From an optimization exercise on the open Yosys and OpenROAD flow, aimed at small area, a short achievable clock period and few clock cycles per item; shortcuts taken in it are not production practice. In this exercise RTL edits were held to simulation tests only and were not proved equivalent to the original.

// rgb_to_hsv_converter
module rgb_to_hsv_converter (
    input  logic        i_clk,
    input  logic        i_rst_n,
    input  logic        i_valid,
    output logic        o_ready,
    input  logic [7:0]  i_red,
    input  logic [7:0]  i_green,
    input  logic [7:0]  i_blue,
    output logic        o_valid,
    input  logic        i_ready,
    output logic [15:0] o_hue,
    output logic [15:0] o_saturation,
    output logic [7:0]  o_value
);
    logic       r_in_vld, r_sk_vld;
    logic [7:0] r_in_r, r_in_g, r_in_b;
    logic [7:0] r_sk_r, r_sk_g, r_sk_b;
    logic       adv;       
    logic       in_en;     
    logic       take;      
    logic [8:0] r_vld;
    assign o_ready = !r_sk_vld;
    assign take    = i_valid && !r_sk_vld;
    assign adv     = i_ready || !r_vld[8];
    assign in_en   = adv || !r_in_vld;
    always_ff @(posedge i_clk) begin
        if (!i_rst_n) begin
            r_in_vld <= 1'b0;
            r_sk_vld <= 1'b0;
        end else if (in_en) begin
  ...
Size: ~2900 cells after synthesis, roughly 480 flip-flops, ~70 I/O pins, roughly 30000 µm² of cells after synthesis.
==> flow/config.mk <==
export PLATFORM = sky130hd
export DESIGN_NAME = rgb_to_hsv_converter
export DESIGN_NICKNAME = rgb_to_hsv_converter
export VERILOG_FILES = /design/flow/design.v
export SDC_FILE = /design/flow/constraint.sdc
export NUM_CORES = 4
export LEC_CHECK = 0
export CAP_MARGIN = 20
export CORE_MARGIN = 2
export CORE_UTILIZATION = 40
export SLEW_MARGIN = 20
==> flow/constraint.sdc <==
create_clock -name core_clock -period 10.0 [get_ports {i_clk}]
set_input_delay 2.0000 -clock core_clock [delete_from_list [all_inputs] [get_ports {i_clk}]]
set_output_delay 2.0000 -clock core_clock [all_outputs]
set_load 0.01 [all_outputs]
standard.sh (not shown) runs the stock make flow with config.mk's settings and CLKGATE_MAP_FILE= SYNTH_SCRIPT=/design/flow/synth_recipe.tcl, a recipe that flattens the netlist after the stock synthesis.
==> flow/flow/run.sh <==
#!/bin/bash
# Standard synthesis, then the standard layout steps with repair_timing aiming at a
# setup slack of SETUP_MARGIN ns (the clock and constraints are the design's).
set -euo pipefail
SETUP_MARGIN=${SETUP_MARGIN:-6}
bash standard.sh synth > synth.log 2>&1
bash standard.sh SETUP_SLACK_MARGIN=$SETUP_MARGIN finish > layout.log 2>&1
Testbench counts at the start, summed over its fixed seeds: cycles 16,080, pixels 16,000.
Edit:
--- a/flow/flow/run.sh
+++ b/flow/flow/run.sh
@@ -5 +5 @@
-SETUP_MARGIN=${SETUP_MARGIN:-6}
+SETUP_MARGIN=${SETUP_MARGIN:-6.5}
Settings changed: CORE_UTILIZATION 40 to 65.
What happened: Synthesized cell count stays the same. Non-clock buffer count is higher by 307. Setup slack degrades by 0.19 ns. Routed wire length is higher by well over a third. Via count is higher by a quarter to a third. Cell area is higher by roughly a tenth. Synthesized area does not change.
Edit:
--- a/flow/flow/run.sh
+++ b/flow/flow/run.sh
@@ -5 +5 @@
-SETUP_MARGIN=${SETUP_MARGIN:-6.5}
+SETUP_MARGIN=${SETUP_MARGIN:-6}
Settings changed: CORE_UTILIZATION 65 to 40, SYNTH_HIERARCHICAL set to 1.
The new run finished clean.
Design area shrinks by a little under a tenth.
Worst hold slack got worse by 0.012 ns.
Global-route usage came out lower by 16 points.
Maximum frequency climbs by a few percent.
Synthesized cell count falls by a few percent.
Core utilization decreases by 40 points.
Sequential cell count does not change.
Edit:
Settings changed: CORE_UTILIZATION 40 to 60, SYNTH_HIERARCHICAL 1 to not set.
Result:
- critical path depth falls by 1
- design area came out lower by a few percent
- area after synthesis drops slightly
- die area drops by a quarter to a third
- sequential share of layout area climbs by 1.5 points
- non-clock buffer count goes down by 20
- routed wire length came out higher by a few percent
- first-iteration DRC count went up by well over a third
Edit:
==> flow/run.sh (new file) <==
#!/bin/bash
# synth_recipe.tcl (not shown) runs the flow's synth.tcl, then flattens the netlist and writes it again
# the make line also repeats each setting of config.mk as NAME=value (left out here)
make -C /OpenROAD-flow-scripts/flow DESIGN_CONFIG=/design/flow/config.mk WORK_HOME=/design/flow/orfs CLKGATE_MAP_FILE= SYNTH_SCRIPT=/design/flow/synth_recipe.tcl finish
Settings changed: CORE_UTILIZATION 60 to 40, SETUP_SLACK_MARGIN set to 5.
removed: flow/flow/run.sh
removed: flow/standard.sh
Setup slack loses 0.54 ns.
Utilization goes down by 26 points.
Count of clock-buffer cells in the layout shrinks by 7.
Edit:
==> flow/flow/run.sh (new file) <==
#!/bin/bash
# Standard synthesis, then the standard layout steps with repair_timing aiming at a
# setup slack of SETUP_MARGIN ns (the clock and constraints are the design's).
set -euo pipefail
SETUP_MARGIN=${SETUP_MARGIN:-6}
bash standard.sh synth > synth.log 2>&1
bash standard.sh SETUP_SLACK_MARGIN=$SETUP_MARGIN finish > layout.log 2>&1
==> flow/standard.sh (new file) <==
#!/bin/bash
# synth_recipe.tcl (not shown) runs the flow's synth.tcl, then flattens the netlist and writes it again
# the make line also repeats each setting of config.mk as NAME=value (left out here)
make -C /OpenROAD-flow-scripts/flow DESIGN_CONFIG=/design/flow/config.mk WORK_HOME=/design/flow/orfs CLKGATE_MAP_FILE= SYNTH_SCRIPT=/design/flow/synth_recipe.tcl "${@:-finish}"
Settings changed: CORE_UTILIZATION 40 to 60, CTS_BUF_LIST set to sky130_fd_sc_hd__clkbuf_4 sky130_fd_sc_hd__clkbuf_8, SETUP_SLACK_MARGIN 5 to not set.
removed: flow/run.sh
=>
- global-route usage grows by 7.8 points
- final cell count decreases slightly
- synthesized cell count stays the same
- wire length rises by a few percent
- clock skew hardly moves

static timing again, ports no longer ideal:
How much do the figures lean on ideal ports? The routed layouts below were timed once more, with nothing changed but the port constraints.
Step 1: set_driving_cell puts a clkbuf_16 on i_clk and a buf_2 on each other input, an assumption about the parent block.
Step 2 moves the port delays by t, midway between the first and last clock arrival at a register: inputs arrive t later, outputs are due t later. That takes back most of the time a late clock gives input paths.
a / b / c = ideal / step 1 / step 2; a / b = the first two.
run | t (ns) | setup WS [ns] | worst hold slack (ns) | slew at the worst register clock pin (ns) | worst slew at a driven data input, ns
the first run | 0.681 | 5.961 / 5.961 / 5.675 | 0.407 / 0.407 / 0.407 | 0.06 / 0.06 | 0.04
the second run | 0.663 | 5.767 / 5.767 / 5.767 | 0.414 / 0.414 / 0.414 | 0.08 / 0.08 | 0.04
the third run | 0.669 | 5.952 / 5.952 / 5.572 | 0.402 / 0.402 / 0.402 | 0.06 / 0.06 | 0.04
the fourth run | 0.653 | 5.972 / 5.972 / 5.491 | 0.410 / 0.410 / 0.410 | 0.06 / 0.06 | 0.04
the fifth run | 0.690 | 5.429 / 5.429 / 5.429 | 0.411 / 0.411 / 0.411 | 0.07 / 0.07 | 0.04
the sixth run | 0.718 | 5.975 / 5.975 / 5.514 | 0.407 / 0.407 / 0.407 | 0.07 / 0.07 | 0.04
After both steps every run listed still meets setup and hold. The setup slack of the fourth run, which loses most, moves by 0.000 ns with the drivers and by -0.481 ns with both steps.
